What follows belongs to an exercise in optimizing a design on an open flow for small area, a short achievable clock period and few clock cycles per item; a production flow would make more cautious choices. Only simulation tests tie the RTL to the original design; equivalence was not proved. No activity file was given, so power comes from the tool's default toggle rates.

## cedar
==> flow/design.v (excerpt) <==
module lsu_top (
    input  logic                        clk,
    input  logic                        rst_n,
    input  logic                        issue_valid,
    output logic                        issue_ready,
    input  lsu_pkg::lsu_op_e            op,
    input  logic [lsu_pkg::ADDR_W-1:0]  base,
    input  logic [lsu_pkg::ADDR_W-1:0]  offset,
    input  logic [lsu_pkg::XLEN-1:0]    store_data,
    input  logic [lsu_pkg::TAG_W-1:0]   tag,
    input  logic                        commit,
    output logic                        wb_valid,
    input  logic                        wb_ready,
    output logic [lsu_pkg::TAG_W-1:0]   wb_tag,
    output logic [lsu_pkg::XLEN-1:0]    wb_data,
    output logic                        mem_req_valid,
    input  logic                        mem_req_ready,
    output logic                        mem_req_write,
    output logic [lsu_pkg::ADDR_W-1:0]  mem_req_addr,
    output logic [lsu_pkg::MEM_W-1:0]   mem_req_wdata,
    output logic [lsu_pkg::STRB_W-1:0]  mem_req_wstrb,
    input  logic                        mem_resp_valid,
    input  logic [lsu_pkg::MEM_W-1:0]   mem_resp_data
);
Size in the first run: ~540 flip-flops, roughly 320 I/O pins, roughly 25000 um^2 of cells after synthesis.
export LEC_CHECK = 0
export CAP_MARGIN = 20
export CORE_MARGIN = 2
export CORE_UTILIZATION = 65
export CTS_CLUSTER_DIAMETER = 70
export CTS_CLUSTER_SIZE = 28
export SLEW_MARGIN = 20
create_clock -name core_clock -period 8.5 [get_ports {clk}]
standard.sh (not shown) runs the stock make flow with config.mk's settings and CLKGATE_MAP_FILE= SYNTH_SCRIPT=/design/flow/synth_recipe.tcl, a recipe that flattens the netlist after the stock synthesis.
==> flow/flow/run.sh <==
#!/bin/bash
export BUFFER_PORTS_ARGS="-buffer_cell sky130_fd_sc_hd__buf_1"
export SETUP_SLACK_MARGIN=5.35
bash standard.sh > standard.log 2>&1
Testbench counts of cedar, summed over its fixed seeds: cycles 6,462, items 4,800.
#### Input delta (nickel over cedar)
diff --git a/flow/design.v b/flow/design.v
--- a/flow/design.v
+++ b/flow/design.v
@@ -55,27 +55,28 @@
     output logic                        mem_req_write,
     output logic [lsu_pkg::ADDR_W-1:0]  mem_req_addr,
     output logic [lsu_pkg::MEM_W-1:0]   mem_req_wdata,
     output logic [lsu_pkg::STRB_W-1:0]  mem_req_wstrb,
     input  logic                        mem_resp_valid,
     input  logic [lsu_pkg::MEM_W-1:0]   mem_resp_data
 );
     localparam int SQN = 2;    
     localparam int LQN = 3;    
     localparam int RTN = 4;    
+    localparam int SPL = 16;   
     logic        a_v, a_st, a_uns;
     logic [1:0]  a_size;
     logic [3:0]  a_mask;      
     logic [31:0] a_addr;      
-    logic [19:0] a_lo;        
-    logic        a_c20;       
-    logic [11:0] a_p, a_g;    
+    logic [SPL-1:0]  a_lo;        
+    logic            a_c;         
+    logic [31-SPL:0] a_p, a_g;    
     logic [31:0] a_pay;       
     logic [SQN-1:0] sq_v;
     logic [29:0]    sq_a  [SQN];
     logic [31:0]    sq_d  [SQN];
     logic [3:0]     sq_wm [SQN];
     logic [3:0]     sq_fm [SQN];
     logic [SQN-1:0] sq_hd, sq_tl;    
     logic [SQN-1:0] sq_cnt;    
     logic [SQN:0]   n_unc, n_cmt;
     logic [LQN-1:0] lq_rdy, lq_uns;
@@ -90,72 +91,72 @@
     logic [28:0] req_a;
     logic [31:0] req_d;
     logic [7:0]  req_s;
     logic        raq_v;
     logic [29:0] raq_a;
     logic [RTN-1:0] rt_v, rt_w, rt_a2;
     logic        ir_q;
     logic        fire, in_st, in_uns;
     logic [1:0]  in_size;
     logic [31:0] in_pay;
-    logic [20:0] in_lo;
+    logic [SPL:0] in_lo;
     assign issue_ready = ir_q;
     assign fire    = issue_valid && ir_q;
     assign in_st   = op[2] && (op[1] || op[0]);
     assign in_uns  = !op[2] && op[0];
-    assign in_lo   = {1'b0, base[19:0]} + {1'b0, offset[19:0]};
+    assign in_lo   = {1'b0, base[SPL-1:0]} + {1'b0, offset[SPL-1:0]};
     always_comb begin
         unique case (op[2:0])
             3'd0, 3'd1, 3'd5: in_size = 2'd0;
             3'd2, 3'd3, 3'd6: in_size = 2'd1;
             default:          in_size = 2'd2;
         endcase
         in_pay = store_data << {in_lo[1:0], 3'b000};
         if (!in_st) in_pay[4:0] = tag;
     end
     always_ff @(posedge clk) begin
         if (fire) begin
             a_st   <= in_st;
             a_uns  <= in_uns;
             a_size <= in_size;
-            a_lo   <= in_lo[19:0];
-            a_c20  <= in_lo[20];
-            a_p    <= base[31:20] ^ offset[31:20];
-            a_g    <= base[31:20] & offset[31:20];
+            a_lo   <= in_lo[SPL-1:0];
+            a_c    <= in_lo[SPL];
+            a_p    <= base[31:SPL] ^ offset[31:SPL];
+            a_g    <= base[31:SPL] & offset[31:SPL];
             a_pay  <= in_pay;
         end
     end
     always_comb begin
         unique case (a_size)
             2'd0:    a_mask = 4'b0001 << a_lo[1:0];
             2'd1:    a_mask = a_lo[1] ? 4'b1100 : 4'b0011;
             default: a_mask = 4'b1111;
         endcase
     end
-    assign a_addr = {a_p + {a_g[10:0], 1'b0} + {11'b0, a_c20}, a_lo};
-    function automatic logic hi_eq(input logic [11:0] p, input logic [11:0] g,
-                                   input logic c, input logic [11:0] k);
-        logic [11:0] cin;
+    assign a_addr = {a_p + {a_g[30-SPL:0], 1'b0} + {{(31-SPL){1'b0}}, a_c}, a_lo};
+    function automatic logic hi_eq(input logic [31-SPL:0] p, input logic [31-SPL:0] g,
+                                   input logic c, input logic [31-SPL:0] k);
+        logic [31-SPL:0] cin;
         cin[0] = c;
-        for (int j = 1; j < 12; j++)
+        for (int j = 1; j < 32-SPL; j++)
             cin[j] = g[j-1] | (p[j-1] & ~k[j-1]);
         hi_eq = ((p ^ k) == cin);
     endfunction
     logic [SQN-1:0] eq;
     logic [3:0]     hit;
     logic [31:0]    fwd;
     logic           full;
     always_comb begin
         hit = '0;
         fwd = '0;
         for (int i = 0; i < SQN; i++) begin
-            eq[i] = sq_v[i] && (sq_a[i][17:0] == a_lo[19:2]) && hi_eq(a_p, a_g, a_c20, sq_a[i][29:18]);
+            eq[i] = sq_v[i] && (sq_a[i][SPL-3:0] == a_lo[SPL-1:2]) && hi_eq(a_p, a_g, a_c, sq_a[i][29:SPL-2]);
             for (int k = 0; k < 4; k++) begin
                 if (eq[i] && sq_fm[i][k]) begin
                     hit[k]        = 1'b1;
                     fwd[k*8 +: 8] = fwd[k*8 +: 8] | sq_d[i][k*8 +: 8];
                 end
             end
         end
         hit = hit & a_mask;
     end
     assign full = (hit == a_mask);
Findings:
The estimated power of nickel ends up higher than the estimate for cedar.
On via count of the first global-routing pass: between cedar and nickel, it ends up higher for nickel.
nickel against cedar: flip-flop and latch count went up by 4; net switching power moved up; area of the die picked up an extra about 2.4%.
The length of routed met3 wiring of nickel exceeds that of cedar by 4.4%.
Of cedar and nickel, the higher synthesized-area fraction occupied by ao, oa, aoi and oai cells belongs to nickel.
nickel vs. cedar: count of clock-buffer cells in the layout went up by 11%.
In the flow results for cedar and nickel, the net switching share of the total power is larger on nickel.
Power density of the placed cells grows by a few percent when moving from cedar to nickel.
Comparing cedar and nickel, combinational power share is higher on nickel.
Testbench counts of nickel, summed over its fixed seeds: cycles 6,462, items 4,800.

## re-timing with driven ports
No port has a modelled driver above. Below, the same layouts with a new extraction and two added sets of constraints.
Step 1, drivers: a clkbuf_16 drives clk and a buf_2 each remaining input, both assumed.
Step 2 moves the port delays by t, midway between the first and last clock arrival at a register: inputs arrive t later, outputs are due t later. That takes back most of the time a late clock gives input paths.
Three values: no drivers, after step 1, after step 2; two values: the first two.
run	t (ns)	setup WS [ns]	worst setup path at the end	worst register clock-pin slew, ns
cedar	0.684	5.154 / 5.178 / 4.494	input to register	0.11 / 0.11
nickel	0.630	5.243 / 5.269 / 4.639	input to register	0.10 / 0.10
After both steps setup and hold are still met in every run listed. The setup slack of cedar, which loses most, moves by +0.024 ns with the drivers and by -0.660 ns with both steps.
